From an optimization exercise on the open Yosys and OpenROAD flow, aimed at small area, a short achievable clock period and few clock cycles; shortcuts taken in it are not production practice. Where RTL was checked, it was by simulation tests only, not by an equivalence proof against the original. Function not checked in run 7: the RTL went through the layout flow alone. Power and IR drop assume default switching activity.

$ cat flow/constraint.sdc
create_clock -name core_clock -period 5.0 [get_ports {clock}]
set_input_delay 1.0000 -clock core_clock [delete_from_list [all_inputs] [get_ports {clock}]]
set_output_delay 1.0000 -clock core_clock [all_outputs]
set_load 0.01 [all_outputs]
$ cat flow/design.v
package mrhm_pkg;
   localparam int COUNT_BITS = 32;
   localparam int DEBOUNCE_BITS = 10;
   localparam int TIMEOUT_BITS  = 32;
   localparam int SECONDS_BITS  = 32;
   localparam int TICKS_BITS    = 32;
   localparam int CSR_DATA_BITS = 32;
   localparam logic [DEBOUNCE_BITS-1:0] DEBOUNCE_RESET = 10'd50;
   localparam logic [TIMEOUT_BITS-1:0]  TIMEOUT_RESET  = 32'd60000;
   typedef enum logic [0:0] {
      CSR_DEBOUNCE = 1'b0,
      CSR_TIMEOUT  = 1'b1
   } csr_index_type;
   typedef enum logic [1:0] {
      MODE_IDLE  = 2'd0,
      MODE_RUN   = 2'd1,
      MODE_PAUSE = 2'd2
   } mode_type;
   typedef enum logic [2:0] {
      EV_NONE   = 3'd0,
      EV_START  = 3'd1,
      EV_PAUSE  = 3'd2,
      EV_RESUME = 3'd3,
      EV_FINISH = 3'd4
   } event_type;
   typedef struct packed {
      logic [DEBOUNCE_BITS-1:0] debounce_ticks;
      logic [TIMEOUT_BITS-1:0]  timeout_ticks;
   } cfg_type;
   typedef struct packed {
      logic                     qualified_level;
      logic [DEBOUNCE_BITS-1:0] stable_count;
      mode_type                 run_mode;
      logic [COUNT_BITS-1:0]    elapsed;
      logic [COUNT_BITS-1:0]    on_total;
      logic [COUNT_BITS-1:0]    off_total;
      logic [SECONDS_BITS-1:0]  start_stamp;
      logic [SECONDS_BITS-1:0]  end_stamp;
   } meter_state_type;
endpackage
module mrhm_step
(
   input  logic                                       cur_run,
   input  logic                                       cur_pause,
   input  logic [mrhm_pkg::DEBOUNCE_BITS-1:0]         cur_stable,
   input  logic                                       cur_stable_ge,
   input  logic [mrhm_pkg::COUNT_BITS-1:0]            cur_elapsed1,
   input  logic                                       cur_elapsed_max,
   input  logic [mrhm_pkg::TICKS_BITS-1:0]            cur_run_sum,
   input  logic [mrhm_pkg::TICKS_BITS-1:0]            cur_on,
   input  logic [mrhm_pkg::TICKS_BITS-1:0]            cur_off,
   input  logic [mrhm_pkg::SECONDS_BITS-1:0]          cur_start,
   input  logic [mrhm_pkg::SECONDS_BITS-1:0]          cur_end,
   input  mrhm_pkg::cfg_type                          cfg,
   input  logic                                       raw_level,
   input  logic [mrhm_pkg::SECONDS_BITS-1:0]          wall_seconds,
   output logic                                       nxt_run,
   output logic                                       nxt_pause,
   output logic [mrhm_pkg::DEBOUNCE_BITS-1:0]         nxt_stable,
   output logic                                       nxt_stable_ge,
   output logic [mrhm_pkg::COUNT_BITS-1:0]            nxt_elapsed1,
   output logic                                       nxt_elapsed_max,
   output logic [mrhm_pkg::TICKS_BITS-1:0]            nxt_run_sum,
   output logic [mrhm_pkg::TICKS_BITS-1:0]            nxt_on,
   output logic [mrhm_pkg::TICKS_BITS-1:0]            nxt_off,
   output logic [mrhm_pkg::SECONDS_BITS-1:0]          nxt_start,
   output logic [mrhm_pkg::SECONDS_BITS-1:0]          nxt_end,
   output mrhm_pkg::event_type                        tick_event
);
   logic                             cur_idle;
   logic                             differs, counting, flip, timed_out;
   logic                             ev_start, ev_pause, ev_resume, ev_finish;
   logic [mrhm_pkg::DEBOUNCE_BITS:0] stable_inc;
   logic                             elapsed1_max;
   logic [mrhm_pkg::TICKS_BITS-1:0]  sum, other;
   assign cur_idle  = !cur_run && !cur_pause;
   assign differs    = raw_level ^ cur_run;
   assign counting   = differs && !cur_stable_ge;
   assign flip       = differs && cur_stable_ge;
   assign stable_inc = {1'b0, cur_stable} + 1'b1;
   assign nxt_stable = counting ? stable_inc[mrhm_pkg::DEBOUNCE_BITS-1:0] : '0;
   assign nxt_stable_ge = counting ? (stable_inc >= {1'b0, cfg.debounce_ticks})
                                   : (cfg.debounce_ticks == '0);
   assign timed_out = cur_elapsed1 >= cfg.timeout_ticks;
   assign ev_start  = cur_idle  && flip;
   assign ev_pause  = cur_run   && flip;
   assign ev_resume = cur_pause && flip;
   assign ev_finish = cur_pause && !flip && timed_out;
   assign nxt_run   = cur_run ^ flip;
   assign nxt_pause = ev_pause || (cur_pause && !flip && !timed_out);
   assign elapsed1_max    = &cur_elapsed1;
   assign nxt_elapsed1    = flip ? mrhm_pkg::COUNT_BITS'(1)
                          : elapsed1_max ? cur_elapsed1 : cur_elapsed1 + 1'b1;
   assign nxt_elapsed_max = !flip && elapsed1_max;
   assign sum   = cur_elapsed_max ? cur_run_sum : cur_run_sum + 1'b1;
   assign other = cur_run ? cur_off : cur_on;
   assign nxt_run_sum = !flip ? sum : cur_idle ? '0 : other;
   assign nxt_on    = ev_start ? '0 : ev_pause  ? sum : cur_on;
   assign nxt_off   = ev_start ? '0 : ev_resume ? sum : cur_off;
   assign nxt_start = ev_start ? wall_seconds : cur_start;
   assign nxt_end   = ev_pause ? wall_seconds : cur_end;
   assign tick_event = mrhm_pkg::event_type'({ev_finish, ev_pause | ev_resume,
                                              ev_start | ev_resume});
endmodule
module machine_run_hour_meter
(
   input  logic         clock,
   input  logic         reset,
   input  logic         req_tvalid,
   output logic         req_tready,
   input  logic [39:0]  req_tdata,    
   output logic         rsp_tvalid,
   input  logic         rsp_tready,
   output logic [135:0] rsp_tdata,
   input  logic                               csr_we,
   input  mrhm_pkg::csr_index_type            csr_index,
   input  logic [mrhm_pkg::CSR_DATA_BITS-1:0] csr_wdata
);
   mrhm_pkg::cfg_type                 cfg_ff;
   logic                              run_ff, pause_ff;
   logic [mrhm_pkg::DEBOUNCE_BITS-1:0] stable_ff;
   logic                              stable_ge_ff;
   logic [mrhm_pkg::COUNT_BITS-1:0]   elapsed1_ff;
   logic                              elapsed_max_ff;
   logic [mrhm_pkg::TICKS_BITS-1:0]   run_sum_ff;
   logic [mrhm_pkg::TICKS_BITS-1:0]   on_ff, off_ff;
   logic [mrhm_pkg::SECONDS_BITS-1:0] start_ff, end_ff;
   mrhm_pkg::event_type               event_ff;
   logic                              rsp_valid_ff;
   logic                              nxt_run, nxt_pause;
   logic [mrhm_pkg::DEBOUNCE_BITS-1:0] nxt_stable;
   logic                              nxt_stable_ge;
   logic [mrhm_pkg::COUNT_BITS-1:0]   nxt_elapsed1;
   logic                              nxt_elapsed_max;
   logic [mrhm_pkg::TICKS_BITS-1:0]   nxt_run_sum;
   logic [mrhm_pkg::DEBOUNCE_BITS-1:0] debounce_in;
   logic [mrhm_pkg::TICKS_BITS-1:0]   nxt_on, nxt_off;
   logic [mrhm_pkg::SECONDS_BITS-1:0] nxt_start, nxt_end;
   mrhm_pkg::event_type               tick_event;
   logic                              req_accept;
   assign req_tready = !rsp_valid_ff || rsp_tready;
   assign req_accept = req_tvalid && req_tready;
   always_ff @(posedge clock) begin
      if (reset) begin
         cfg_ff.debounce_ticks <= mrhm_pkg::DEBOUNCE_RESET;
         cfg_ff.timeout_ticks  <= mrhm_pkg::TIMEOUT_RESET;
      end else if (csr_we) begin
         if (csr_index == mrhm_pkg::CSR_DEBOUNCE)
            cfg_ff.debounce_ticks <= csr_wdata[mrhm_pkg::DEBOUNCE_BITS-1:0];
         else
            cfg_ff.timeout_ticks  <= csr_wdata[mrhm_pkg::TIMEOUT_BITS-1:0];
      end
   end
   assign debounce_in = (csr_we && csr_index == mrhm_pkg::CSR_DEBOUNCE)
                      ? csr_wdata[mrhm_pkg::DEBOUNCE_BITS-1:0] : cfg_ff.debounce_ticks;
   mrhm_step u_step (
      .cur_run      (run_ff),
      .cur_pause    (pause_ff),
      .cur_stable   (stable_ff),
      .cur_stable_ge (stable_ge_ff),
      .cur_elapsed1 (elapsed1_ff),
      .cur_elapsed_max (elapsed_max_ff),
      .cur_run_sum  (run_sum_ff),
      .cur_on       (on_ff),
      .cur_off      (off_ff),
      .cur_start    (start_ff),
      .cur_end      (end_ff),
      .cfg          (cfg_ff),
      .raw_level    (req_tdata[0] | req_tdata[1]),
      .wall_seconds (req_tdata[33:2]),
      .nxt_run      (nxt_run),
      .nxt_pause    (nxt_pause),
      .nxt_stable   (nxt_stable),
      .nxt_stable_ge (nxt_stable_ge),
      .nxt_elapsed1 (nxt_elapsed1),
      .nxt_elapsed_max (nxt_elapsed_max),
      .nxt_run_sum  (nxt_run_sum),
      .nxt_on       (nxt_on),
      .nxt_off      (nxt_off),
      .nxt_start    (nxt_start),
      .nxt_end      (nxt_end),
      .tick_event   (tick_event)
   );
   always_ff @(posedge clock) begin
      if (reset) begin
         run_ff      <= 1'b0;
         pause_ff    <= 1'b0;
         stable_ff   <= '0;
         elapsed1_ff <= mrhm_pkg::COUNT_BITS'(1);
         elapsed_max_ff <= 1'b0;
         run_sum_ff  <= '0;
         on_ff       <= '0;
         off_ff      <= '0;
         start_ff    <= '0;
         end_ff      <= '0;
      end else if (req_accept) begin
         run_ff      <= nxt_run;
         pause_ff    <= nxt_pause;
         stable_ff   <= nxt_stable;
         elapsed1_ff <= nxt_elapsed1;
         elapsed_max_ff <= nxt_elapsed_max;
         run_sum_ff  <= nxt_run_sum;
         on_ff       <= nxt_on;
         off_ff      <= nxt_off;
         start_ff    <= nxt_start;
         end_ff      <= nxt_end;
      end
   end
   always_ff @(posedge clock) begin
      if (reset) begin
         stable_ge_ff <= 1'b0;
      end else if (req_accept) begin
         stable_ge_ff <= nxt_stable_ge;
      end else begin
         stable_ge_ff <= stable_ff >= debounce_in;
      end
   end
   always_ff @(posedge clock) begin
      if (req_accept) begin
         event_ff <= tick_event;
      end
   end
   always_ff @(posedge clock) begin
      if (reset) begin
         rsp_valid_ff <= 1'b0;
      end else if (req_accept) begin
         rsp_valid_ff <= 1'b1;
      end else if (rsp_tready) begin
         rsp_valid_ff <= 1'b0;
      end
   end
   assign rsp_tvalid = rsp_valid_ff;
   assign rsp_tdata  = {3'b000, end_ff, start_ff, off_ff, on_ff,
                        pause_ff, run_ff, event_ff};
endmodule
$ cat flow/config.mk
export PLATFORM = sky130hd
export DESIGN_NAME = machine_run_hour_meter
export DESIGN_NICKNAME = machine_run_hour_meter
export VERILOG_FILES = /design/flow/design.v
export SDC_FILE = /design/flow/constraint.sdc
export NUM_CORES = 4
export LEC_CHECK = 0
export CAP_MARGIN = 20
export CORE_MARGIN = 2
export CORE_UTILIZATION = 40
export SETUP_SLACK_MARGIN = 2.0
export SLEW_MARGIN = 20
$ cat flow/standard.sh
#!/bin/bash
# synth_recipe.tcl (not shown) runs the flow's synth.tcl, then flattens the netlist and writes it again
# the make line also repeats each setting of config.mk as NAME=value (left out here)
make -C /OpenROAD-flow-scripts/flow DESIGN_CONFIG=/design/flow/config.mk WORK_HOME=/design/flow/orfs CLKGATE_MAP_FILE= SYNTH_SCRIPT=/design/flow/synth_recipe.tcl "${@:-finish}"
$ cat flow/flow/run.sh
#!/bin/bash
export BUFFER_PORTS_ARGS="-buffer_cell sky130_fd_sc_hd__buf_1"
bash standard.sh finish > standard.log 2>&1
==> results of run 1 <==
[worst max-delay path by stage]
stage / start / end / depth (start not counted)
final: rsp_tready / run_sum_ff[29]$_SDFFE_PP0P_ / 10
after global routing: req_tdata[1] / on_ff[24]$_SDFFE_PP0P_ / 9
after CTS: req_tdata[1] / on_ff[22]$_SDFFE_PP0P_ / 9
after detailed placement: req_tdata[1] / on_ff[15]$_SDFFE_PP0P_ / 9
after global placement: req_tdata[1] / on_ff[29]$_SDFFE_PP0P_ / 9
after floorplan: req_tdata[1] / on_ff[26]$_SDFFE_PP0P_ / 11
[cell type report]
type | count | area share (%)
diodes | 1 | 0.0179
clock buffers | 41 | 5.86
clock inverters | 9 | 0.518
inverters | 54 | 1.45
multi-input cells | 1113 | 46.1
flip-flops and latches | 252 | 36.3
well taps | 390 | 3.48
repair buffers | 220 | 6.32
[flip-flops by register name, indices dropped and copies added, names as in the netlist]
name,cells
cfg_ff,42
elapsed1_ff,32
elapsed_max_ff,1
end_ff,32
event_ff,3
off_ff,32
on_ff,32
pause_ff,1
rsp_valid_ff,1
run_ff,1
run_sum_ff,32
stable_ff,10
stable_ge_ff,1
start_ff,32
[cells in the final DEF (no fill, tap or decap), drive strengths merged, types with 21 or more instances in the layout]
cell type / netlist / routed
nand2: 303 / 303
nand3: 38 / 38
ha: 56 / 56
o21ai: 89 / 89
xnor2: 44 / 44
nor2: 115 / 115
inv: 53 / 53
a22oi: 31 / 31
dfxtp: 249 / 249
a21oi: 168 / 168
clkbuf: 73 / 42
nand4: 27 / 27
nor3: 30 / 30
xor2: 21 / 21
nor4: 25 / 25
buf: 22 / 219
[routing by layer]
layer | GRT usage (%) | vias up | share of wire, %
met5 | 0 | - | 0
met2 | 35.4 | 270 | 47
met1 | 28.2 | 5187 | 45
li1 | - | 5563 | -
met3 | 4.01 | 50 | 5.6
met4 | 6.32 | 0 | 2.5
[cells by family after synthesis]
group,after synthesis
compound gates,357
xor+xnor,65
fa+ha+maj,56
buf+inv,149
flops,252
mux,25
other cells,1
simple gates,607
[critical path, cell delays in order]
cell and delay, ns:
buf_1 0.07, nand2b_1 0.29, nand2_2 0.15, buf_4 0.45, inv_1 0.21, buf_6 0.28
nand2_1 0.35, nor2_1 0.08, a221oi_1 0.28, nor2_1 0.07
[report_power, final]
part	switching, mW	internal, mW
combinational	0.168	0.0781
clock	0.833	1.18
sequential	0.0223	2.04
total	1.02	3.30
==> results.txt, run 1 <==
- Port Buffers: 206
- Sequential area share after synthesis: 42.1%
- Simple-Gate Fraction of Synth Area: 23.0%
- IO Count: between 200 and 250
- Tot Pwr: 4.32 mW
- Synth Area in XOR/XNOR: 4.78%
- Nets@finish: 1,804
- Slew Viols, Final: 0
- Post-CTS Setup Bufs: 0
- Placed Area: around 13,000 µm²
- Post-synth top area share: 41.3%
- Syn Inst Count: 1,512
- Chip Width: ~180 µm
- Cells after DPL: 2,029
- Layout cell share with drive strength beyond 1: 5.57%
- Antenna-violating nets left: 0
- WL final: roughly 35 mm
- Final Util: 47.3%
- Final Skew: approximately 0.010 ns
- Power Density: between 300 and 400 nW/µm²
- Post-synthesis mux area share: 2.13%
- Drc violations: 0
- Non-Filler Instances: 2,080
- Critical Path RT: ~5.4 ns
- FF+latch count, synth: about 250
- Synthesis-to-layout area growth: 16.2%
- Synth Area in Compound Gates: 17.2%
- Die area: 31,500 µm²
- Netlist cell types: between 60 and 70
- Post-CTS Hold Fix Bufs: 0
- Hold depth: 2
- Largest family of logic cells by synthesized area: simple AND/OR/NAND/NOR gates
- Final Hold Viols: 0
- Worst setup EP type: flip-flop
- WHS: 0.452 ns
- Vias: 11,100
- Top-count cell post-synth: nand2_1
- Syn. warnings: 1
- Fmax: 348 MHz
- Crit Reg-Reg Startpoint: run_sum_ff[0]$_SDFFE_PP0P_
- Std cell rows: 63
- Max IR drop VDD: about 250 µV
- Die H: 178 µm
- Predominant post-synthesis flop cell: dfxtp_1
- Global-route wire length before repair: 54.7 mm
- Final min period: about 2.9 ns
- Avg Inst Size Synth: 7.97 µm²
- Clk Latency, worst-skew pair: 0.54 ns
- Clk buf depth: 3
- Setup ws final: ~2.1 ns
- Total of max-cap violations: 0
- Setup TNS: 0 ns
- Post-DP HPWL: 23.8 mm
- Rel. slew slack: 35.0%
- CTS root buffer: clkbuf_16
- Synth Area in Adders: 5.81%
- CP Max Fanout: 49
- TritonCTS clock tree: built
- Outcome: timing/DRC/antenna clean
- GP Congestion: 0.787
- Place WS: 0.958 ns
- Flop-to-flop setup slack: 2.20 ns
- CTS buffer count: 29
- Htree depth: 1
- FF+latch area: 5080 µm²
- Post-synth top cells: nand2_1, dfxtp_1, a21oi_1
- Lkg Pwr: 4.87 nW
- Worst Hold End: end_ff[2]$_SDFFE_PP0P_
- Final instance area: about 14,000 µm²
- Clock transition at path regs: 0.06 ns
- Grt ovf: 0
- Tightest Hold Check Type: reg2reg
- Vias per inst: roughly 5.3
- Core area: 29,600 µm²
- DRT iter0 DRCs: 665
- Final critical-path share of the clock period: a little under three fifths
- Hold Path Origin: end_ff[2]$_SDFFE_PP0P_
- Initial core utilization: 40.7%
- Resized cells post-CTS: 5
- Initial antenna violation count: 1
- Footprint of the multi-input gates: 6460 µm²
- RSZ-0062 raised after global routing: yes
- Slew @ Worst Pin: 0.970 ns
- WL/cell: 16.8 µm
- Final setup viols: 0
- Setup CP Type: in2reg
- Critical path arrival: 3.27 ns
- Largest net degree at the start of global routing: 91
- CP startpoint kind: input port
- CTS sink cnt: ~250
- Synth area leaders: dfxtp_1, nand2_1, a21oi_1, ha_1, o21ai_0
- Post-synth top area cell: dfxtp_1
- Reg2reg path depth: 7
- Mapped Area: 12,100 µm²
- Post-synth EDFFs: 3
- Vias in the first global route: 10,300
- Reg-to-reg endpoint: on_ff[22]$_SDFFE_PP0P_
- Async SR Flop Fraction: 0%
- Total track usage: between 20% and 30%
- Initial DRT Pass Iterations: 5
- Fill cells: 3,066
Testbench counts, summed over its fixed seeds: cycles 24,082.
==> run 2: changes to the inputs <==
--- a/flow/config.mk
+++ b/flow/config.mk
@@ -8,5 +8,5 @@
 export CAP_MARGIN = 20
 export CORE_MARGIN = 2
 export CORE_UTILIZATION = 40
-export SETUP_SLACK_MARGIN = 2.0
+export SETUP_SLACK_MARGIN = 3.0
 export SLEW_MARGIN = 20
==> run 2 against run 1 <==
Against the previous run:
- still clean
- global-route usage increased by 4.2 points
- sequential cell count unchanged
- clock skew decreased by 0.0013 ns
- via count increased by 15%
- count of clock-buffer cells in the layout decreased by 2
- sequential power about the same
- largest power group unchanged
==> results.txt, run 2 <==
- Post-synth top cells: nand2_1, dfxtp_1, a21oi_1 (unchanged)
- Initial DRT Pass Iterations: 5 (unchanged)
- Avg Inst Size Synth: 7.97 µm² (unchanged)
- Post-synth EDFFs: 3 (unchanged)
- Clk buf depth: 3 (unchanged)
- Async SR Flop Fraction: 0% (unchanged)
- Post-DP HPWL: 23.8 mm (about the same)
- Max IR drop VDD: 270 µV (was 252 µV)
- Vias: 12,700 (was 11,100)
- Total of max-cap violations: 0 (unchanged)
- CTS sink cnt: 252 (unchanged)
- Netlist cell types: 65 (unchanged)
- Setup TNS: 0 ns (unchanged)
- Die area: 31,500 µm² (unchanged)
- Final Skew: 0.00901 ns (was 0.0103 ns)
- TritonCTS clock tree: built (unchanged)
- Top-count cell post-synth: nand2_1 (unchanged)
- Reg2reg path depth: 10 (was 7)
- Clk Latency, worst-skew pair: 0.56 ns (was 0.54 ns)
- Critical path arrival: 2.84 ns (was 3.27 ns)
- Rel. slew slack: 35.2% (was 35.0%)
- Htree depth: 1 (unchanged)
- Critical Path RT: 5.44 ns (was 5.40 ns)
- Drc violations: 0 (unchanged)
- Place WS: 1.14 ns (was 0.958 ns)
- Largest net degree at the start of global routing: 97 (was 91)
- Syn. warnings: 1 (unchanged)
- CTS root buffer: clkbuf_16 (unchanged)
- Power Density: 227 nW/µm² (was 309 nW/µm²)
- Predominant post-synthesis flop cell: dfxtp_1 (unchanged)
- WL final: 45.0 mm (was 34.9 mm)
- WHS: 0.454 ns (was 0.452 ns)
- IO Count: 216 (unchanged)
- Core area: 29,600 µm² (unchanged)
- Layout cell share with drive strength beyond 1: 45.8% (was 5.57%)
- CP endpoint: stable_ge_ff$_SDFF_PP0_ (was run_sum_ff[29]$_SDFFE_PP0P_)
- Mapped Area: 12,100 µm² (unchanged)
- Final setup viols: 0 (unchanged)
- Final Hold Viols: 0 (unchanged)
- Vias in the first global route: 11,800 (was 10,300)
- Tot Pwr: 4.42 mW (was 4.32 mW)
- Final min period: 2.40 ns (was 2.87 ns)
- Port Buffers: 206 (unchanged)
- Post-synth top area cell: dfxtp_1 (unchanged)
- Chip Width: 178 µm (unchanged)
- DRT iter0 DRCs: 774 (was 665)
- Grt ovf: 0 (unchanged)
- Largest register FFs: 42 (unchanged)
- Non-Filler Instances: 2,285 (was 2,080)
- Synth area leaders: dfxtp_1, nand2_1, a21oi_1, ha_1, o21ai_0 (unchanged)
- Antenna-violating nets left: 0 (unchanged)
- Most frequent cells in the layout: nand2_1, buf_6, dfxtp_2 (was nand2_1, dfxtp_1, buf_1)
- Syn Inst Count: 1,512 (unchanged)
- CP startpoint kind: flip-flop (was input port)
- Critical path origin: stable_ff[0]$_SDFFE_PP0P_ (was rsp_tready)
- Slew @ Worst Pin: 0.970 ns (about the same)
- Initial core utilization: 40.7% (unchanged)
- CTS buffer count: 29 (unchanged)
- Fmax: 417 MHz (was 348 MHz)
- FF+latch count, synth: 252 (unchanged)
- Tightest Hold Check Type: reg2reg (unchanged)
- Global-route wire length before repair: 64.5 mm (was 54.7 mm)
- Std cell rows: 63 (unchanged)
- WL/cell: 19.7 µm (was 16.8 µm)
- Vias per inst: 5.57 (was 5.32)
- CP Max Fanout: 5 (was 49)
- RSZ-0062 raised after global routing: yes (unchanged)
- Final critical-path share of the clock period: 47.9% (was 57.4%)
- Cells after DPL: 2,028 (was 2,029)
- Flop-to-flop setup slack: 2.60 ns (was 2.20 ns)
- # diodes: 0 (was 1)
- Nets@finish: 2,014 (was 1,804)
- Crit Reg-Reg Startpoint: stable_ff[0]$_SDFFE_PP0P_ (was run_sum_ff[0]$_SDFFE_PP0P_)
- Largest reg by FF count: cfg_ff (unchanged)
- Die H: 178 µm (unchanged)
- Worst setup EP type: flip-flop (unchanged)
- Outcome: timing/DRC/antenna clean (unchanged)
- Initial antenna violation count: 0 (was 1)
- Reg-to-reg endpoint: stable_ge_ff$_SDFF_PP0_ (was on_ff[22]$_SDFFE_PP0P_)
- Sequential area share after synthesis: 42.1% (unchanged)
- Total track usage: 25.5% (was 21.4%)
- Slew Viols, Final: 0 (unchanged)
- Commonest non-fill, non-tap cell in the layout: nand2_1 (unchanged)
- Clock transition at path regs: 0.06 ns (about the same)
- Post-synth top area share: 41.3% (unchanged)
- GP Congestion: 0.825 (was 0.787)
- Setup ws final: 2.60 ns (was 2.13 ns)
- Synthesis-to-layout area growth: 61.3% (was 16.2%)
- Lkg Pwr: 7.62 nW (was 4.87 nW)
- Setup CP Type: reg2reg (was in2reg)
[run 2: critical path, cell delays in order (launching register included)]
cell and delay, ns:
dfxtp_4 0.37, ha_4 0.16, and3_4 0.18, and3_4 0.18, and3_4 0.18, xor2_1 0.14, ha_1 0.28, and4_4 0.16
a211oi_2 0.21, o2111ai_1 0.13, a32o_2 0.30
[run 2: stage by stage]
stage | area (µm²) | util (%)
finish | 19500 | 65.6
global route | 19500 | 65.6
CTS | 17900 | 60.5
detailed placement | 13500 | 45.7
global placement | 13500 | 45.7
floorplan | 12800 | -
[run 2: cell type report]
cell class                      count  area, µm²
Sequential cell                   252       5320
Timing Repair Buffer              419       4140
Clock buffer                       39        803
Timing Repair inverter              1       8.76
Inverter                           54        228
Multi-Input combinational cell   1123       8410
Clock inverter                      7       42.5
Tap cell                          390        488
Fill cell                        2270      10200
[run 2: worst min path at each step]
stage | start | endpoint | slack (ns) | depth (start not counted)
2_1_floorplan | cfg_ff[10]$_SDFFE_PP0P_ | cfg_ff[10]$_SDFFE_PP0P_ | 0.44 | 2
5_1_grt | cfg_ff[2]$_SDFFE_PP0P_ | cfg_ff[2]$_SDFFE_PP0P_ | 0.47 | 2
6_report | cfg_ff[1]$_SDFFE_PP0P_ | cfg_ff[1]$_SDFFE_PP0P_ | 0.45 | 2
4_1_cts | end_ff[27]$_SDFFE_PP0P_ | end_ff[27]$_SDFFE_PP0P_ | 0.45 | 2
3_3_place_gp | start_ff[21]$_SDFFE_PP0P_ | start_ff[21]$_SDFFE_PP0P_ | 0.44 | 2
3_5_place_dp | end_ff[10]$_SDFFE_PP0P_ | end_ff[10]$_SDFFE_PP0P_ | 0.45 | 2
[run 2: kinds of logic (layout without fill, tap and decap cells)]
logic type,after synthesis,count (layout),synth area share (%)
adders and majority gates,56,56,5.81
muxes,25,25,2.13
and+or+nand+nor,607,617,23.0
other,1,3,0.0311
DFF,252,252,42.1
AOI/OAI and AO/OA,357,357,17.2
buffers and inverters,149,520,4.91
xor gates and xnor gates,65,65,4.78
[run 2: repair_timing]
action / CTS / global route
setup endpoints to repair: 336 / 313
hold buffers: 0 / 0
pin swaps: 90 / 108
buffers inserted: 138 / 47
resized for setup: 652 / 243
gates cloned: 18 / 8
[run 2: routing by layer]
metal	share of wire, %	track usage [%]	up-vias	routed length [µm]
met5	0	0	-	0
met3	6.0	3.23	148	2690
met2	49	45.5	483	22200
met1	40	31.9	6053	17900
met4	4.8	8.03	0	2170
li1	-	-	6038	-
[run 2: report_power, final]
part / total (mW) / switching [mW] / internal [mW]
sequential: 2.06 / 0.0224 / 2.03
combinational: 0.406 / 0.242 / 0.163
clock: 1.96 / 0.853 / 1.11
==> run 3: changes to the inputs <==
--- a/flow/config.mk
+++ b/flow/config.mk
@@ -10,3 +10,4 @@
 export CORE_UTILIZATION = 40
 export SETUP_SLACK_MARGIN = 3.0
 export SLEW_MARGIN = 20
+export TNS_END_PERCENT = 5
==> run 3 against run 2 <==
Against the previous run:
- still clean
- non-clock buffer count down 144
- final cell count down 6.2%
- routed wire length down 18%
- die area unchanged
- cell area down 22%
- worst hold slack worse by 0.00055 ns
- sequential share of layout area up 6.4 points
- global-route usage down 3.1 points
- first-iteration DRC count down 2.6%
- via count down 9.1%
- synthesized cell count unchanged
- critical path type unchanged
- critical endpoint unchanged
==> results.txt, run 3 <==
- CP startpoint kind: flip-flop (unchanged)
- Total of max-cap violations: 0 (unchanged)
- Top-count cell post-synth: nand2_1 (unchanged)
- TritonCTS clock tree: built (unchanged)
- Sequential area share after synthesis: 42.1% (unchanged)
- Fill cells: 2,887 (was 2,270)
- P_int: 3.61 mW (was 3.30 mW)
- Slowest cell on crit path: dfxtp_4 (unchanged)
- Power share of the clock group: 49.7% (was 44.4%)
- GP Congestion: 0.816 (was 0.825)
- Vias: 11,600 (was 12,700)
- Final instance area: 15,200 µm² (was 19,500 µm²)
- Layout cell share with drive strength beyond 1: 13.6% (was 45.8%)
- Avg Inst Size Synth: 7.97 µm² (unchanged)
- Clk Latency, worst-skew pair: 0.56 ns (about the same)
- Rel. slew slack: 39.6% (was 35.2%)
- IO Count: 216 (unchanged)
- Critical path arrival: 2.86 ns (was 2.84 ns)
- Nets@finish: 1,865 (was 2,014)
- Critical Path RT: 5.43 ns (was 5.44 ns)
- Final Skew: 0.0278 ns (was 0.00901 ns)
- Placed Area: 13,100 µm² (was 13,500 µm²)
- Total track usage: 22.4% (was 25.5%)
- Std cell rows: 63 (unchanged)
- Final setup viols: 0 (unchanged)
- WL final: 37.0 mm (was 45.0 mm)
- Most frequent cells in the layout: nand2_1, dfxtp_1, buf_1 (was nand2_1, buf_6, dfxtp_2)
- Clk buf depth: 3 (unchanged)
- Initial antenna violation count: 0 (unchanged)
- Post-synth top area cell: dfxtp_1 (unchanged)
- Worst setup EP type: flip-flop (unchanged)
- CTS root buffer: clkbuf_16 (unchanged)
- Vias per inst: 5.39 (was 5.57)
- Mapped Area: 12,100 µm² (unchanged)
- Final Hold Viols: 0 (unchanged)
- Routed wire length on met3: 2.11 mm (was 2.69 mm)
- Post-DP HPWL: 23.8 mm (about the same)
- Sequential cell fraction of total power: 43.9% (was 46.5%)
- Wl on met1: 16.5 mm (was 17.9 mm)
- Drc violations: 0 (unchanged)
- Top cell by count, worst path: and3_4 (unchanged)
- Antenna-violating nets left: 0 (unchanged)
- Vias in the first global route: 10,900 (was 11,800)
- Async SR Flop Fraction: 0% (unchanged)
- Highest Signal Layer: met4 (unchanged)
- DRT iter0 DRCs: 754 (was 774)
- Synthesis-to-layout area growth: 25.8% (was 61.3%)
- Grt ovf: 0 (unchanged)
- Sw Ratio: 23.1% (was 25.3%)
- Setup CP Type: reg2reg (unchanged)
- Largest register FFs: 42 (unchanged)
- Clock transition at path regs: 0.06 ns (about the same)
- Commonest non-fill, non-tap cell in the layout: nand2_1 (unchanged)
- Initial DRT Pass Iterations: 7 (was 5)
- Syn. warnings: 1 (unchanged)
- Die H: 178 µm (unchanged)
- Post-synth top area share: 41.3% (unchanged)
- Slew @ Worst Pin: 0.903 ns (was 0.970 ns)
- Slew Viols, Final: 0 (unchanged)
- Power Density: 309 nW/µm² (was 227 nW/µm²)
- Outcome: timing/DRC/antenna clean (unchanged)
- Fmax: 412 MHz (was 417 MHz)
- Final critical-path share of the clock period: 48.6% (was 47.9%)
- WHS: 0.453 ns (was 0.454 ns)
- Tightest Hold Check Type: reg2reg (unchanged)
- Die area: 31,500 µm² (unchanged)
- Largest reg by FF count: cfg_ff (unchanged)
- Netlist cell types: 65 (unchanged)
- Final min period: 2.43 ns (was 2.40 ns)
- Cell family with the largest share of critical-path delay: simple AND/OR/NAND/NOR gates (unchanged)
- Crit path cell chain: ha_4 -> and3_4 -> and3_4 -> and3_4 -> xor2_2 -> ha_1 -> and4_4 -> a211oi_2 -> o2111ai_2 -> a32o_2 (was ha_4 -> and3_4 -> and3_4 -> and3_4 -> xor2_1 -> ha_1 -> and4_4 -> a211oi_2 -> o2111ai_1 -> a32o_2)
- CP Max Fanout: 6 (was 5)
- Post-synth top cells: nand2_1, dfxtp_1, a21oi_1 (unchanged)
- Post-synth EDFFs: 3 (unchanged)
- Core area: 29,600 µm² (unchanged)
- Global-route wire length before repair: 57.5 mm (was 64.5 mm)
- # diodes: 0 (unchanged)
- Max incr delay on CP: 0.37 ns (about the same)
- Comb pwr share: 6.4% (was 9.2%)
- Wire length on met2: 17.3 mm (was 22.2 mm)
- Largest net degree at the start of global routing: 93 (was 97)
- WL/cell: 17.2 µm (was 19.7 µm)
- CP bufs+invs: 0 (unchanged)
- RSZ-0062 raised after global routing: yes (unchanged)
- Setup TNS: 0 ns (unchanged)
- CTS sink cnt: 252 (unchanged)
- Port Buffers: 206 (unchanged)
- CTS buffer count: 30 (was 29)
- Syn Inst Count: 1,512 (unchanged)
- Lkg Pwr: 5.43 nW (was 7.62 nW)
- Chip Width: 178 µm (unchanged)
- Tot Pwr: 4.69 mW (was 4.42 mW)
- Max IR drop VDD: 244 µV (was 270 µV)
- Htree depth: 1 (unchanged)
- Synth area leaders: dfxtp_1, nand2_1, a21oi_1, ha_1, o21ai_0 (unchanged)
- Initial core utilization: 40.7% (unchanged)
- Post-CTS Hold Fix Bufs: 0 (unchanged)
- Footprint of the multi-input gates: 6810 µm² (was 8410 µm²)
- FF+latch area: 5120 µm² (was 5320 µm²)
- Net Switching: 1.08 mW (was 1.12 mW)
- FF+latch count, synth: 252 (unchanged)
- Predominant post-synthesis flop cell: dfxtp_1 (unchanged)
run 3: cell counts after synthesis:
No cell type changed its count.
run 3: power by group through the flow:
stage	Sequential (mW)	Combinational, mW	Clock, mW
finish	2.06	0.299	2.33
global route	2.06	0.333	2.47
CTS	2.06	0.274	2.38
detailed placement	2.10	0.253	0
global placement	2.10	0.248	0
floorplan	2.10	0.170	0
run 3: kinds of logic after synthesis:
| group | after synthesis | share of synthesized area (%) |
|---|---|---|
| AND/OR/NAND/NOR | 607 | 23.0 |
| AO/OA/AOI/OAI | 357 | 17.2 |
| flip-flops | 252 | 42.1 |
| buffers and inverters | 149 | 4.91 |
| XOR/XNOR | 65 | 4.78 |
| adder cells (fa/ha/maj) | 56 | 5.81 |
| multiplexers | 25 | 2.13 |
| other | 1 | 0.0311 |
run 3: area by class of cell:
type	instances	share of cell area [%]
multi-input combinational	1117	44.9
sequential	252	33.8
timing repair buffer	275	9.52
clock buffer	40	5.93
tap	390	3.22
inverter	54	1.44
clock inverter	14	1.19
timing repair inverter	1	0.0577
run 3: tightest hold or removal path, stage by stage, from the launching register on:
cell,delay [ns]
dfxtp_1,0.31
nand2_1,0.05
a21oi_1,0.05
run 3: routing by layer:
layer	track usage [%]	vias up
met5	0	-
met4	7.00	0
met3	3.51	64
met2	37.0	323
met1	30.0	5463
li1	-	5708
run 3: final timing paths:
check	startpoint	end	slack [ns]	depth (start not counted)
max	stable_ff[0]$_SDFFE_PP0P_	stable_ge_ff$_SDFF_PP0_	2.57	10
min reg2reg	end_ff[18]$_SDFFE_PP0P_	end_ff[18]$_SDFFE_PP0P_	0.45	2
max reg2reg	stable_ff[0]$_SDFFE_PP0P_	stable_ge_ff$_SDFF_PP0_	2.57	10
min	end_ff[18]$_SDFFE_PP0P_	end_ff[18]$_SDFFE_PP0P_	0.45	2
run 3: metrics by stage:
stage               setup slack, ns  utilization, %  std cells
finish                         2.57            51.2       2143
global placement              0.812            44.4       2031
CTS                            2.59            49.8       2118
global route                   2.52            51.2       2143
floorplan                      2.31               -       1514
detailed placement            0.799            44.4       2031
run 3: what timing repair did:
action                     in CTS  in global routing
buffers inserted               29                 21
cloned                          4                  4
hold endpoints to repair        0                  0
setup endpoints to repair     342                345
gates resized for setup        83                 51
pin swaps                      23                  6
==> run 4: changes to the inputs <==
--- a/flow/config.mk
+++ b/flow/config.mk
@@ -8,6 +8,6 @@
 export CAP_MARGIN = 20
 export CORE_MARGIN = 2
 export CORE_UTILIZATION = 40
-export SETUP_SLACK_MARGIN = 3.0
+export SETUP_SLACK_MARGIN = 2.5
 export SLEW_MARGIN = 20
 export TNS_END_PERCENT = 5
==> run 4 against run 3 <==
Against the previous run:
- still clean on timing, DRC and antenna
- fmax down 7.0%
- via count shrank 2.2%
- register-to-register slack got worse by 0.10 ns
- worst setup slack lost 0.18 ns
- sequential cell count is the same
- first-iteration DRC count down 7.8%
- critical path depth fell by 7
- non-clock buffer count fell by 38
- largest power group is now sequential cells
==> results.txt, run 4 <==
- CTS root buffer: clkbuf_16 (unchanged)
- Drc violations: 0 (unchanged)
- Setup TNS: 0 ns (unchanged)
- RSZ-0062 raised after global routing: yes (unchanged)
- Post-synth top cells: nand2_1, dfxtp_1, a21oi_1 (unchanged)
- Port Buffers: 206 (unchanged)
- Slew @ Worst Pin: 0.980 ns (was 0.903 ns)
- Non-Filler Instances: 2,098 (was 2,143)
- Antenna-violating nets left: 0 (unchanged)
- Setup ws final: 2.39 ns (was 2.57 ns)
- Async SR Flop Fraction: 0% (unchanged)
- WHS: 0.452 ns (was 0.453 ns)
- Top-count cell post-synth: nand2_1 (unchanged)
- Placed Area: 13,100 µm² (about the same)
- IO Count: 216 (unchanged)
- Mapped Area: 12,100 µm² (unchanged)
- Vias: 11,300 (was 11,600)
- Clk buf depth: 3 (unchanged)
- Syn. warnings: 1 (unchanged)
- Outcome: timing/DRC/antenna clean (unchanged)
- Synthesis-to-layout area growth: 18.7% (was 25.8%)
- Max IR drop VDD: 240 µV (was 244 µV)
- Post-synth top area share: 41.3% (unchanged)
- Die H: 178 µm (unchanged)
- Vias per inst: 5.39 (about the same)
- Total track usage: 21.7% (was 22.4%)
- CTS buffer count: 30 (unchanged)
- Final critical-path share of the clock period: 52.2% (was 48.6%)
- Final min period: 2.61 ns (was 2.43 ns)
- Initial antenna violation count: 0 (unchanged)
- Total of max-cap violations: 0 (unchanged)
- Final Util: 48.3% (was 51.2%)
- Commonest non-fill, non-tap cell in the layout: nand2_1 (unchanged)
- Slew Viols, Final: 0 (unchanged)
- Lkg Pwr: 5.03 nW (was 5.43 nW)
- Netlist cell types: 65 (unchanged)
- Final setup viols: 0 (unchanged)
- Layout cell share with drive strength beyond 1: 7.85% (was 13.6%)
- Initial core utilization: 40.7% (unchanged)
- DRT iter0 DRCs: 695 (was 754)
- Htree depth: 1 (unchanged)
- Global-route wire length before repair: 55.8 mm (was 57.5 mm)
- Initial DRT Pass Iterations: 5 (was 7)
- Final Skew: 0.0218 ns (was 0.0278 ns)
- Post-DP HPWL: 23.8 mm (about the same)
- Nets@finish: 1,822 (was 1,865)
- Clock transition at path regs: 0.06 ns (about the same)
- Critical Path RT: 4.00 ns (was 5.43 ns)
- Chip Width: 178 µm (unchanged)
- Power Density: 305 nW/µm² (was 309 nW/µm²)
- Rel. slew slack: 34.1% (was 39.6%)
- GP Congestion: 0.825 (was 0.816)
- Largest net degree at the start of global routing: 71 (was 93)
- Worst setup EP type: output pin (was flip-flop)
- Largest register FFs: 42 (unchanged)
- Sequential area share after synthesis: 42.1% (unchanged)
- Tightest Hold Check Type: reg2reg (unchanged)
- Tot Pwr: 4.37 mW (was 4.69 mW)
- Final Hold Viols: 0 (unchanged)
- Place WS: 0.858 ns (was 0.799 ns)
- Critical path arrival: 1.61 ns (was 2.86 ns)
- Most frequent cells in the layout: nand2_1, dfxtp_1, buf_1 (unchanged)
- TritonCTS clock tree: built (unchanged)
- Final instance area: 14,300 µm² (was 15,200 µm²)
- Syn Inst Count: 1,512 (unchanged)
- Post-synth EDFFs: 3 (unchanged)
- Largest reg by FF count: cfg_ff (unchanged)
- Fmax: 383 MHz (was 412 MHz)
- Clk Latency, worst-skew pair: 0.57 ns (was 0.56 ns)
- Avg Inst Size Synth: 7.97 µm² (unchanged)
- Std cell rows: 63 (unchanged)
- Predominant post-synthesis flop cell: dfxtp_1 (unchanged)
- Vias in the first global route: 10,700 (was 10,900)
- Cells after DPL: 2,031 (unchanged)
- CTS sink cnt: 252 (unchanged)
- WL/cell: 16.8 µm (was 17.2 µm)
- Fill cells: 3,023 (was 2,887)
- Post-CTS Hold Fix Bufs: 0 (unchanged)
- Die area: 31,500 µm² (unchanged)
- FF+latch count, synth: 252 (unchanged)
- # diodes: 0 (unchanged)
- Core area: 29,600 µm² (unchanged)
- CP startpoint kind: input port (was flip-flop)
- Setup CP Type: in2out (was reg2reg)
- WL final: 35.3 mm (was 37.0 mm)
- Post-synth top area cell: dfxtp_1 (unchanged)
- CP Max Fanout: 6 (unchanged)
- Synth area leaders: dfxtp_1, nand2_1, a21oi_1, ha_1, o21ai_0 (unchanged)
- Grt ovf: 0 (unchanged)
## run 4: area by class of cell
type                    instances  area, µm²  area share (%)
clock buffers                  43        860            6.00
flip-flops and latches        252       5090            35.6
inverters                      54        210            1.47
clock inverters                 9       62.6           0.437
repair buffers                237       1020            7.13
multi-input cells            1113       6580            46.0
well taps                     390        488            3.41
## run 4: routing by layer
layer  track usage (%)  wire length [µm]  share of wire [%]
met5                 0                 0                  0
met4              6.18               900                2.5
met3              3.32              1840                5.2
met2              36.2             16700                 47
met1              29.1             15900                 45
## run 4: worst paths after layout
kind | from | end | slack (ns) | cells after the start
hold / removal | end_ff[24]$_SDFFE_PP0P_ | end_ff[24]$_SDFFE_PP0P_ | 0.45 | 2
setup reg to reg | run_sum_ff[12]$_SDFFE_PP0P_ | run_sum_ff[28]$_SDFFE_PP0P_ | 2.47 | 5
setup / recovery | rsp_tready | req_tready | 2.39 | 3
hold reg to reg | end_ff[24]$_SDFFE_PP0P_ | end_ff[24]$_SDFFE_PP0P_ | 0.45 | 2
## run 4: kinds of logic after synthesis
kind of cell	synth area share, %
AOI/OAI and AO/OA	17.2
xor gates and xnor gates	4.78
adders and majority gates	5.81
buffers and inverters	4.91
DFF	42.1
muxes	2.13
other	0.0311
and+or+nand+nor	23.0
## run 4: repair_timing
| action | in CTS | in global routing |
|---|---|---|
| endpoints found under the setup margin | 88 | 135 |
| buffers inserted | 2 | 13 |
| gates resized for setup | 10 | 35 |
| pin swaps | 1 | 8 |
## run 4: critical path, stage by stage
cell and delay [ns]:
buf_1 0.06, nand2b_1 0.33, buf_1 0.22
## run 4: report_power, final
| part | internal [mW] | switching [mW] | leakage [nW] |
|---|---|---|---|
| Combinational | 0.0893 | 0.177 | 2.52 |
| Sequential | 2.04 | 0.0206 | 2.05 |
| Clock | 1.19 | 0.857 | 0.461 |
==> run 5: changes to the inputs <==
--- a/flow/config.mk
+++ b/flow/config.mk
@@ -10,4 +10,3 @@
 export CORE_UTILIZATION = 40
 export SETUP_SLACK_MARGIN = 2.5
 export SLEW_MARGIN = 20
-export TNS_END_PERCENT = 5
==> run 5 against run 4 <==
Against the previous run:
- still clean
- cell area is 1.5% higher
- via count is 1.0% lower
- clock power up 8%
==> results.txt, run 5 <==
- Outcome: timing/DRC/antenna clean (unchanged)
- Rel. slew slack: 36.6% (was 34.1%)
- IO Count: 216 (unchanged)
- Most frequent cells in the layout: nand2_1, dfxtp_1, buf_1 (unchanged)
- Post-CTS Hold Fix Bufs: 0 (unchanged)
- Antenna-violating nets left: 0 (unchanged)
- Worst setup EP type: flip-flop (was output pin)
- # diodes: 0 (unchanged)
- GP Congestion: 0.828 (was 0.825)
- Max IR drop VDD: 275 µV (was 240 µV)
- Tightest Hold Check Type: reg2reg (unchanged)
- Synth Area in Adders: 5.81% (unchanged)
- Slew Viols, Final: 0 (unchanged)
- Largest reg by FF count: cfg_ff (unchanged)
- Simple-Gate Fraction of Synth Area: 23.0% (unchanged)
- Sequential cell fraction of total power: 45.5% (was 47.2%)
- Initial core utilization: 40.7% (unchanged)
- Mapped Area: 12,100 µm² (unchanged)
- Drc violations: 0 (unchanged)
- Total track usage: 21.6% (was 21.7%)
- Final setup viols: 0 (unchanged)
- Synth Area in XOR/XNOR: 4.78% (unchanged)
- Commonest non-fill, non-tap cell in the layout: nand2_1 (unchanged)
- Sequential area share after synthesis: 42.1% (unchanged)
- Post-DP HPWL: 23.4 mm (was 23.8 mm)
- P_int: 3.48 mW (was 3.32 mW)
- Setup TNS: 0 ns (unchanged)
- Initial DRT Pass Iterations: 6 (was 5)
- Fmax: 393 MHz (was 383 MHz)
- Non-Filler Instances: 2,093 (was 2,098)
- Post-synth top cells: nand2_1, dfxtp_1, a21oi_1 (unchanged)
- WL/cell: 17.0 µm (was 16.8 µm)
- Layout cell share with drive strength beyond 1: 8.22% (was 7.85%)
- Sw Ratio: 23.1% (was 24.1%)
- Cells after DPL: 2,029 (was 2,031)
- Final instance area: 14,500 µm² (was 14,300 µm²)
- DRT iter0 DRCs: 742 (was 695)
- WL final: 35.7 mm (was 35.3 mm)
- Final Skew: 0.0237 ns (was 0.0218 ns)
- Final Hold Viols: 0 (unchanged)
- Netlist cell types: 65 (unchanged)
- Die area: 31,500 µm² (unchanged)
- Avg Inst Size Synth: 7.97 µm² (unchanged)
- Std cell rows: 63 (unchanged)
- Placed Area: 13,200 µm² (was 13,100 µm²)
- Post-synth top area cell: dfxtp_1 (unchanged)
- Predominant post-synthesis flop cell: dfxtp_1 (unchanged)
- Synth Area in Compound Gates: 17.2% (unchanged)
- Critical path arrival: 2.99 ns (was 1.61 ns)
- Grt ovf: 0 (unchanged)
- Power Density: 312 nW/µm² (was 305 nW/µm²)
- RSZ-0062 raised after global routing: yes (unchanged)
- Vias: 11,200 (was 11,300)
- Setup CP Type: reg2reg (was in2out)
- Comb pwr share: 6.0% (was 6.1%)
- Final min period: 2.55 ns (was 2.61 ns)
- Net Switching: 1.05 mW (about the same)
- Chip Width: 178 µm (unchanged)
- TritonCTS clock tree: built (unchanged)
- Port Buffers: 206 (unchanged)
- Synth area leaders: dfxtp_1, nand2_1, a21oi_1, ha_1, o21ai_0 (unchanged)
- Initial antenna violation count: 0 (unchanged)
- Nets@finish: 1,817 (was 1,822)
- Largest register FFs: 42 (unchanged)
- Total of max-cap violations: 0 (unchanged)
- Post-synthesis mux area share: 2.13% (unchanged)
- Critical Path RT: 5.44 ns (was 4.00 ns)
- Post-synth EDFFs: 3 (unchanged)
- CP startpoint kind: flip-flop (was input port)
- Global-route wire length before repair: 55.4 mm (was 55.8 mm)
- Fill cells: 2,997 (was 3,023)
- Clk buf depth: 3 (unchanged)
- Post-synth top area share: 41.3% (unchanged)
- Die H: 178 µm (unchanged)
- Vias per inst: 5.35 (was 5.39)
- FF+latch count, synth: 252 (unchanged)
- Final critical-path share of the clock period: 50.9% (was 52.2%)
- Core area: 29,600 µm² (unchanged)
- Syn Inst Count: 1,512 (unchanged)
- Footprint of the multi-input gates: 6680 µm² (was 6580 µm²)
- Clock transition at path regs: 0.06 ns (about the same)
- Synthesis-to-layout area growth: 20.4% (was 18.7%)
- Largest family of logic cells by synthesized area: simple AND/OR/NAND/NOR gates (unchanged)
- FF+latch area: 5090 µm² (about the same)
- CTS buffer count: 29 (was 30)
- Async SR Flop Fraction: 0% (unchanged)
- Htree depth: 1 (unchanged)
- Syn. warnings: 1 (unchanged)
- Largest net degree at the start of global routing: 174 (was 71)
- CP Max Fanout: 6 (unchanged)
- Vias in the first global route: 10,500 (was 10,700)
- Top-count cell post-synth: nand2_1 (unchanged)
- Clk Latency, worst-skew pair: 0.57 ns (about the same)
- Lkg Pwr: 5.08 nW (was 5.03 nW)
- CTS root buffer: clkbuf_16 (unchanged)
- Power share of the clock group: 48.5% (was 46.8%)
- Slew @ Worst Pin: 0.948 ns (was 0.980 ns)
- CTS sink cnt: 252 (unchanged)
==> run 5: cell counts after synthesis <==
Identical to the previous run, type by type.
==> run 5: cell families (layout without fill, tap and decap cells) <==
group                      after synthesis  count (layout)
muxes                                   25              25
DFF                                    252             252
AOI/OAI and AO/OA                      357             357
xor gates and xnor gates                65              65
adders and majority gates               56              56
and+or+nand+nor                        607             607
other                                    1               3
buffers and inverters                  149             338
==> run 5: cell type report <==
class	count	area share, %
clock buffer	44	6.00
clock inverter	7	0.862
inverter	54	1.51
multi-input combinational	1113	46.0
sequential	252	35.0
tap	390	3.36
timing repair buffer	232	7.20
timing repair inverter	1	0.0603
==> run 5: power by group through the flow <==
stage | clock network, mW | registers [mW] | logic, mW
after CTS | 2.25 | 2.06 | 0.262
final | 2.20 | 2.06 | 0.272
after detailed placement | 0 | 2.10 | 0.258
after floorplan | 0 | 2.10 | 0.174
after global placement | 0 | 2.10 | 0.253
after global routing | 2.34 | 2.06 | 0.307
==> run 5: final timing paths <==
path                                  start                      end  slack, ns  cells after the start
setup / recovery  stable_ff[0]$_SDFFE_PP0P_  stable_ge_ff$_SDFF_PP0_       2.45                     10
hold / removal      end_ff[20]$_SDFFE_PP0P_  end_ff[20]$_SDFFE_PP0P_       0.45                      2
setup reg to reg  stable_ff[0]$_SDFFE_PP0P_  stable_ge_ff$_SDFF_PP0_       2.45                     10
hold reg to reg     end_ff[20]$_SDFFE_PP0P_  end_ff[20]$_SDFFE_PP0P_       0.45                      2
==> run 5: metal layers <==
metal | global-route usage, % | part of all wire, % | up-vias
li1 | - | - | 5597
met1 | 29.1 | 45 | 5230
met2 | 36.1 | 47 | 307
met3 | 3.04 | 5.2 | 61
met4 | 5.91 | 3.0 | 0
met5 | 0 | 0 | -
==> run 5: timing repair <==
action | CTS | global route
pin swaps | 3 | 6
endpoints found under the setup margin | 105 | 135
setup buffers | 4 | 7
cloned | 0 | 2
gates resized for setup | 22 | 23
==> run 5: stage by stage <==
stage          setup slack (ns)  util [%]  power, mW  hold slack [ns]
4_1_cts                    2.27      48.4       4.57            0.453
2_1_floorplan              2.31         -       2.27            0.436
3_5_place_dp               1.57      44.6       2.36            0.445
3_3_place_gp               1.62      44.6       2.36            0.442
6_report                   2.45      49.0       4.53            0.452
5_1_grt                    2.39      49.0       4.71            0.467
==> run 5: worst max-delay path, stage by stage (launching register included) <==
cell       delay (ns)
dfxtp_4          0.38
ha_4             0.15
and3_4           0.21
and3_4           0.20
and3_4           0.21
xor2_1           0.17
ha_1             0.26
and4_4           0.20
a211oi_2         0.21
o2111ai_1        0.14
a32o_2           0.30
==> run 6: changes to the inputs <==
--- a/flow/config.mk
+++ b/flow/config.mk
@@ -8,5 +8,7 @@
 export CAP_MARGIN = 20
 export CORE_MARGIN = 2
 export CORE_UTILIZATION = 40
+export CTS_CLUSTER_DIAMETER = 100
+export CTS_CLUSTER_SIZE = 30
 export SETUP_SLACK_MARGIN = 2.5
 export SLEW_MARGIN = 20
==> run 6 against run 5 <==
Against the previous run:
- still clean on timing, DRC and antenna
- routed wire length decreased by 0.89%
- via count decreased by 0.12%
- sequential power about the same
- global-route usage decreased by 0.27 points
- worst setup slack improved by 0.051 ns
- synthesized area unchanged
- critical path depth unchanged
- sequential cell count unchanged
- non-clock buffer count increased by 11
- sequential share of layout area increased by 1.2 points
- critical endpoint unchanged
- largest cell class unchanged
==> results.txt, run 6 <==
- Outcome: timing/DRC/antenna clean (unchanged)
- Total track usage: 21.4% (was 21.6%)
- # diodes: 0 (unchanged)
- CTS buffer count: 13 (was 29)
- CTS sink cnt: 252 (unchanged)
- Core area: 29,600 µm² (unchanged)
- Final instance area: 14,000 µm² (was 14,500 µm²)
- Largest net degree at the start of global routing: 174 (unchanged)
- Synthesis-to-layout area growth: 16.4% (was 20.4%)
- Final Util: 47.4% (was 49.0%)
- WL final: 35.3 mm (was 35.7 mm)
- Worst setup EP type: flip-flop (unchanged)
- Lkg Pwr: 4.88 nW (was 5.08 nW)
- Initial antenna violation count: 0 (unchanged)
- Synth Area in Adders: 5.81% (unchanged)
- Hold Path Origin: start_ff[16]$_SDFFE_PP0P_ (was end_ff[20]$_SDFFE_PP0P_)
- GP Congestion: 0.828 (unchanged)
- Simple-Gate Fraction of Synth Area: 23.0% (unchanged)
- P_int: 2.64 mW (was 3.48 mW)
- Sequential area share after synthesis: 42.1% (unchanged)
- Largest family of logic cells by synthesized area: simple AND/OR/NAND/NOR gates (unchanged)
- Netlist cell types: 65 (unchanged)
- Post-CTS Hold Fix Bufs: 0 (unchanged)
- Initial core utilization: 40.7% (unchanged)
- Slew @ Worst Pin: 0.966 ns (was 0.948 ns)
- Post-synth EDFFs: 3 (unchanged)
- Antenna-violating nets left: 0 (unchanged)
- Synth Area in Compound Gates: 17.2% (unchanged)
- Predominant post-synthesis flop cell: dfxtp_1 (unchanged)
- Tightest Hold Check Type: reg2reg (unchanged)
- Reg-to-reg endpoint: stable_ge_ff$_SDFF_PP0_ (unchanged)
- Final setup viols: 0 (unchanged)
- Sw Ratio: 25.7% (was 23.1%)
- WL/cell: 17.0 µm (about the same)
- Avg Inst Size Synth: 7.97 µm² (unchanged)
- Vias in the first global route: 10,300 (was 10,500)
- CTS root buffer: clkbuf_16 (unchanged)
- Post-synth top cells: nand2_1, dfxtp_1, a21oi_1 (unchanged)
- Power Density: 253 nW/µm² (was 312 nW/µm²)
- Port Buffers: 206 (unchanged)
- Final Hold Viols: 0 (unchanged)
- Critical path arrival: 2.90 ns (was 2.99 ns)
- Std cell rows: 63 (unchanged)
- Largest register FFs: 42 (unchanged)
- Die H: 178 µm (unchanged)
- Power share of the clock group: 34.3% (was 48.5%)
- Nets@finish: 1,813 (was 1,817)
- IO Count: 216 (unchanged)
- Reg2reg path depth: 10 (unchanged)
- Net Switching: 0.912 mW (was 1.05 mW)
- CP Max Fanout: 4 (was 6)
- Setup TNS: 0 ns (unchanged)
- Layout cell share with drive strength beyond 1: 7.66% (was 8.22%)
- Most frequent cells in the layout: nand2_1, dfxtp_1, buf_1 (unchanged)
- Max IR drop VDD: 178 µV (was 275 µV)
- Vias: 11,200 (about the same)
- Setup CP Type: reg2reg (unchanged)
- DRT iter0 DRCs: 798 (was 742)
- Chip Width: 178 µm (unchanged)
- Post-synthesis mux area share: 2.13% (unchanged)
- Placed Area: 13,200 µm² (unchanged)
- Final min period: 2.49 ns (was 2.55 ns)
- TritonCTS clock tree: built (unchanged)
- Post-DP HPWL: 23.4 mm (unchanged)
- Synth Area in XOR/XNOR: 4.78% (unchanged)
- Rel. slew slack: 35.4% (was 36.6%)
- Htree depth: 1 (unchanged)
- Clk Latency, worst-skew pair: 0.50 ns (was 0.57 ns)
- Top-count cell post-synth: nand2_1 (unchanged)
- Async SR Flop Fraction: 0% (unchanged)
- Crit Reg-Reg Startpoint: stable_ff[1]$_SDFFE_PP0P_ (was stable_ff[0]$_SDFFE_PP0P_)
- Fmax: 401 MHz (was 393 MHz)
- Final Skew: 0.0212 ns (was 0.0237 ns)
- Vias per inst: 5.39 (was 5.35)
- Mapped Area: 12,100 µm² (unchanged)
- Drc violations: 0 (unchanged)
- Clk buf depth: 3 (unchanged)
- Clock transition at path regs: 0.12 ns (was 0.06 ns)
- Syn. warnings: 1 (unchanged)
- Worst Hold End: start_ff[16]$_SDFFE_PP0P_ (was end_ff[20]$_SDFFE_PP0P_)
- FF+latch count, synth: 252 (unchanged)
- Slew Viols, Final: 0 (unchanged)
- Total of max-cap violations: 0 (unchanged)
- Initial DRT Pass Iterations: 5 (was 6)
- RSZ-0062 raised after global routing: yes (unchanged)
- CP startpoint kind: flip-flop (unchanged)
- Global-route wire length before repair: 54.7 mm (was 55.4 mm)
- Sequential cell fraction of total power: 57.9% (was 45.5%)
- Hold depth: 2 (unchanged)
- Flop-to-flop setup slack: 2.51 ns (was 2.45 ns)
- Final critical-path share of the clock period: 49.9% (was 50.9%)
- Commonest non-fill, non-tap cell in the layout: nand2_1 (unchanged)
- Grt ovf: 0 (unchanged)
- Comb pwr share: 7.8% (was 6.0%)
- Die area: 31,500 µm² (unchanged)
- Synth area leaders: dfxtp_1, nand2_1, a21oi_1, ha_1, o21ai_0 (unchanged)
- Syn Inst Count: 1,512 (unchanged)
- Post-synth top area cell: dfxtp_1 (unchanged)
- Post-synth top area share: 41.3% (unchanged)
- Largest reg by FF count: cfg_ff (unchanged)
- Critical Path RT: 5.41 ns (was 5.44 ns)
[run 6: what timing repair did]
| item | CTS | global route |
|---|---|---|
| buffers inserted | 8 | 15 |
| pin swaps | 4 | 8 |
| gates cloned | 0 | 2 |
| hold endpoints to repair | 0 | 0 |
| endpoints found under the setup margin | 119 | 108 |
| gates resized for setup | 27 | 26 |
[run 6: worst max-delay path by stage]
stage	from	end	slack (ns)	depth (start not counted)
finish	stable_ff[1]$_SDFFE_PP0P_	stable_ge_ff$_SDFF_PP0_	2.51	10
global route	stable_ff[1]$_SDFFE_PP0P_	stable_ge_ff$_SDFF_PP0_	2.43	10
CTS	stable_ff[4]$_SDFFE_PP0P_	stable_ge_ff$_SDFF_PP0_	2.35	9
detailed placement	req_tdata[1]	off_ff[30]$_SDFFE_PP0P_	1.57	8
global placement	req_tdata[1]	on_ff[13]$_SDFFE_PP0P_	1.62	9
floorplan	csr_index[0]	stable_ge_ff$_SDFF_PP0_	2.31	10
[run 6: layout make-up]
class                           instances  area (µm²)
Fill cell                            3064       15600
Multi-Input combinational cell       1114        6700
Sequential cell                       252        5090
Timing Repair Buffer                  243        1140
Tap cell                              390         488
Clock buffer                           15         333
Inverter                               54         218
Clock inverter                          5        63.8
Timing Repair inverter                  1        8.76
[run 6: kinds of logic after synthesis]
| family | after synthesis |
|---|---|
| multiplexers | 25 |
| buffers and inverters | 149 |
| flip-flops | 252 |
| AND/OR/NAND/NOR | 607 |
| AO/OA/AOI/OAI | 357 |
| other | 1 |
| adder cells (fa/ha/maj) | 56 |
| XOR/XNOR | 65 |
[run 6: power groups by stage]
stage / clock, mW / sequential [mW] / combinational [mW]
finish: 1.22 / 2.06 / 0.278
global route: 1.34 / 2.06 / 0.312
CTS: 1.27 / 2.06 / 0.270
detailed placement: 0 / 2.10 / 0.258
global placement: 0 / 2.10 / 0.253
floorplan: 0 / 2.10 / 0.174
[run 6: layer usage]
| metal | track usage [%] | wire, µm | vias up |
|---|---|---|---|
| met3 | 2.78 | 1820 | 40 |
| met5 | 0 | 0 | - |
| met1 | 28.7 | 15900 | 5275 |
| met2 | 36.0 | 16800 | 299 |
| li1 | - | - | 5568 |
| met4 | 5.67 | 840 | 0 |
[run 6: worst max-delay path, stage by stage (launching register included)]
cell       delay, ns
dfxtp_4         0.39
ha_4            0.15
and3_4          0.20
and3_4          0.20
and3_4          0.20
xor2_1          0.16
ha_1            0.26
and4_4          0.20
a211oi_2        0.21
o2111ai_1       0.14
a32o_2          0.30
[run 6: per-stage QoR]
stage / hold slack [ns] / worst slack [ns] / total power, mW / instances
after floorplan: 0.436 / 2.31 / 2.27 / 1514
after global placement: 0.442 / 1.62 / 2.36 / 2029
after detailed placement: 0.445 / 1.57 / 2.36 / 2029
after CTS: 0.462 / 2.35 / 3.60 / 2057
after global routing: 0.477 / 2.43 / 3.72 / 2074
final: 0.460 / 2.51 / 3.55 / 2074
==> run 7: changes to the inputs <==
--- a/flow/design.v
+++ b/flow/design.v
@@ -70,16 +70,19 @@
    logic                             cur_idle;
    logic                             differs, counting, flip, timed_out;
    logic                             ev_start, ev_pause, ev_resume, ev_finish;
-   logic [mrhm_pkg::DEBOUNCE_BITS:0] stable_inc;
+   logic [mrhm_pkg::DEBOUNCE_BITS-1:0] stable_inc;
    logic                             elapsed1_max;
    logic [mrhm_pkg::TICKS_BITS-1:0]  sum, other;
    assign cur_idle  = !cur_run && !cur_pause;
    assign differs    = raw_level ^ cur_run;
    assign counting   = differs && !cur_stable_ge;
    assign flip       = differs && cur_stable_ge;
-   assign stable_inc = {1'b0, cur_stable} + 1'b1;
-   assign nxt_stable = counting ? stable_inc[mrhm_pkg::DEBOUNCE_BITS-1:0] : '0;
-   assign nxt_stable_ge = counting ? (stable_inc >= {1'b0, cfg.debounce_ticks})
+   assign stable_inc = cur_stable + 1'b1;
+   assign nxt_stable = counting ? stable_inc : '0;
+   logic [mrhm_pkg::DEBOUNCE_BITS-1:0] carry_in;
+   assign carry_in = {cur_stable[mrhm_pkg::DEBOUNCE_BITS-2:0]
+                      & ~cfg.debounce_ticks[mrhm_pkg::DEBOUNCE_BITS-2:0], 1'b1};
+   assign nxt_stable_ge = counting ? ((cur_stable ^ cfg.debounce_ticks) == carry_in)
                                    : (cfg.debounce_ticks == '0);
    assign timed_out = cur_elapsed1 >= cfg.timeout_ticks;
    assign ev_start  = cur_idle  && flip;
--- a/flow/config.mk
+++ b/flow/config.mk
@@ -8,7 +8,5 @@
 export CAP_MARGIN = 20
 export CORE_MARGIN = 2
 export CORE_UTILIZATION = 40
-export CTS_CLUSTER_DIAMETER = 100
-export CTS_CLUSTER_SIZE = 30
 export SETUP_SLACK_MARGIN = 2.5
 export SLEW_MARGIN = 20
==> run 7 against run 6 <==
Against the previous run:
- non-clock buffer count did not move
- first-iteration DRC count rose by 1.1%
- via count rose by 9.7%
- global-route usage rose by 1.7 points
- critical path type unchanged
- sequential cell count did not move
- routed wire length rose by 10%
- count of clock-buffer cells in the layout rose by 29
- worst hold slack got worse by 0.0090 ns
- combinational power rose by 18%
- synthesized cell count rose by 6.1%
- largest power group is now clock
==> results.txt, run 7 <==
- Final Hold Viols: 0 (unchanged)
- Footprint of the multi-input gates: 7000 µm² (was 6700 µm²)
- Slowest cell on crit path: nor3_1 (was dfxtp_4)
- Worst setup EP type: flip-flop (unchanged)
- IO Count: 216 (unchanged)
- Layout cell share with drive strength beyond 1: 7.71% (was 7.66%)
- Total of max-cap violations: 0 (unchanged)
- Predominant post-synthesis flop cell: dfxtp_1 (unchanged)
- Mapped Area: 12,500 µm² (was 12,100 µm²)
- Fmax: 404 MHz (was 401 MHz)
- Slew @ Worst Pin: 0.838 ns (was 0.966 ns)
- Global-route wire length before repair: 62.3 mm (was 54.7 mm)
- Std cell rows: 64 (was 63)
- Sequential area share after synthesis: 40.5% (was 42.1%)
- Outcome: timing/DRC/antenna clean (unchanged)
- CP Depth: 5 (was 10)
- Crit path cell chain: and4_1 -> nand4_1 -> nor3_1 -> nor4_1 -> a311o_1 (was ha_4 -> and3_4 -> and3_4 -> and3_4 -> xor2_1 -> ha_1 -> and4_4 -> a211oi_2 -> o2111ai_1 -> a32o_2)
- Commonest non-fill, non-tap cell in the layout: nand2_1 (unchanged)
- Clk buf depth: 3 (unchanged)
- Netlist cell types: 75 (was 65)
- Vias in the first global route: 11,800 (was 10,300)
- Post-DP HPWL: 25.5 mm (was 23.4 mm)
- Drc violations: 0 (unchanged)
- FF+latch count, synth: 252 (unchanged)
- WL final: 38.9 mm (was 35.3 mm)
- Setup CP Type: reg2reg (unchanged)
- CTS sink cnt: 252 (unchanged)
- RSZ-0062 raised after global routing: yes (unchanged)
- Syn Inst Count: 1,604 (was 1,512)
- Top-count cell post-synth: nand2_1 (unchanged)
- # diodes: 0 (unchanged)
- Final Skew: 0.0319 ns (was 0.0212 ns)
- Max IR drop VDD: 263 µV (was 178 µV)
- Total track usage: 23.1% (was 21.4%)
- Critical path arrival: 2.92 ns (was 2.90 ns)
- Port Buffers: 206 (unchanged)
- WL/cell: 17.8 µm (was 17.0 µm)
- Syn. warnings: 1 (unchanged)
- Initial core utilization: 40.7% (about the same)
- Post-synth top area share: 39.8% (was 41.3%)
- CTS buffer count: 29 (was 13)
- CTS root buffer: clkbuf_16 (unchanged)
- Setup TNS: 0 ns (unchanged)
- Final Util: 48.7% (was 47.4%)
- Hold depth: 2 (unchanged)
- Post-synth EDFFs: 3 (unchanged)
- Final critical-path share of the clock period: 49.5% (was 49.9%)
- Largest register FFs: 42 (unchanged)
- Most frequent cells in the layout: nand2_1, dfxtp_1, buf_1 (unchanged)
run 7: changes by cell type in the layout (fill, tap and decap cells not counted), sizes merged, moves of 22 or more:
cell,delta
nand2,+57
nor2,-47
clkbuf,+30
xnor2,-30
nand4,+24
a21oi,+23
a22oi,-22
o21ai,-22
run 7: cells by family (layout without fill, tap and decap cells):
logic type	Yosys count	after routing	synth area share (%)
compound gates	393	393	19.1
xor+xnor	35	35	2.56
fa+ha+maj	55	55	5.49
buf+inv	170	354	5.51
flops	252	252	40.5
mux	11	11	0.899
other cells	1	3	0.0299
simple gates	687	688	25.9
run 7: worst reg2reg max path: stages (launching register included):
cell,delay (ns)
dfxtp_1,0.54
and4_1,0.31
nand4_1,0.44
nor3_1,0.66
nor4_1,0.12
a311o_1,0.33
run 7: what timing repair did:
action | in CTS | in global routing
setup buffers | 8 | 7
gates resized for setup | 25 | 23
gates cloned | 1 | 1
pin swaps | 2 | 2
endpoints found under the setup margin | 120 | 80
run 7: worst paths after layout:
check	from	end	slack (ns)
setup / recovery	run_sum_ff[17]$_SDFFE_PP0P_	off_ff[26]$_SDFFE_PP0P_	2.53
hold / removal	end_ff[7]$_SDFFE_PP0P_	end_ff[7]$_SDFFE_PP0P_	0.45
setup reg to reg	run_sum_ff[17]$_SDFFE_PP0P_	off_ff[26]$_SDFFE_PP0P_	2.53
hold reg to reg	end_ff[7]$_SDFFE_PP0P_	end_ff[7]$_SDFFE_PP0P_	0.45
run 7: area by class of cell:
type | instances | area share [%]
Multi-Input combinational cell | 1185 | 46.7
Sequential cell | 252 | 33.9
Timing Repair Buffer | 243 | 7.73
Clock buffer | 44 | 5.56
Tap cell | 396 | 3.31
Inverter | 58 | 1.54
Clock inverter | 9 | 1.24
run 7: routing by layer:
| metal | GRT usage, % | routed length [µm] |
|---|---|---|
| met5 | 0 | 0 |
| met1 | 29.6 | 17000 |
| met2 | 38.3 | 18000 |
| met3 | 6.15 | 3020 |
| met4 | 6.44 | 888 |
run 7: where the power goes:
| group | leakage [nW] | switching (mW) | internal [mW] |
|---|---|---|---|
| clock network | 0.497 | 0.865 | 1.40 |
| logic | 2.53 | 0.220 | 0.109 |
| registers | 2.04 | 0.0283 | 2.05 |
| total | 5.07 | 1.11 | 3.56 |
run 7: per-stage QoR:
stage          worst slack (ns)  instance area [µm²]  power, mW  cells  hold slack (ns)
2_1_floorplan              2.04                12700       2.32   1606            0.436
3_3_place_gp               1.52                13600       2.42   2117            0.439
3_5_place_dp               1.44                13600       2.42   2117            0.446
4_1_cts                    2.46                14800       4.70   2179            0.454
5_1_grt                    2.38                15000       4.84   2187            0.472
6_report                   2.53                15000       4.67   2187            0.451
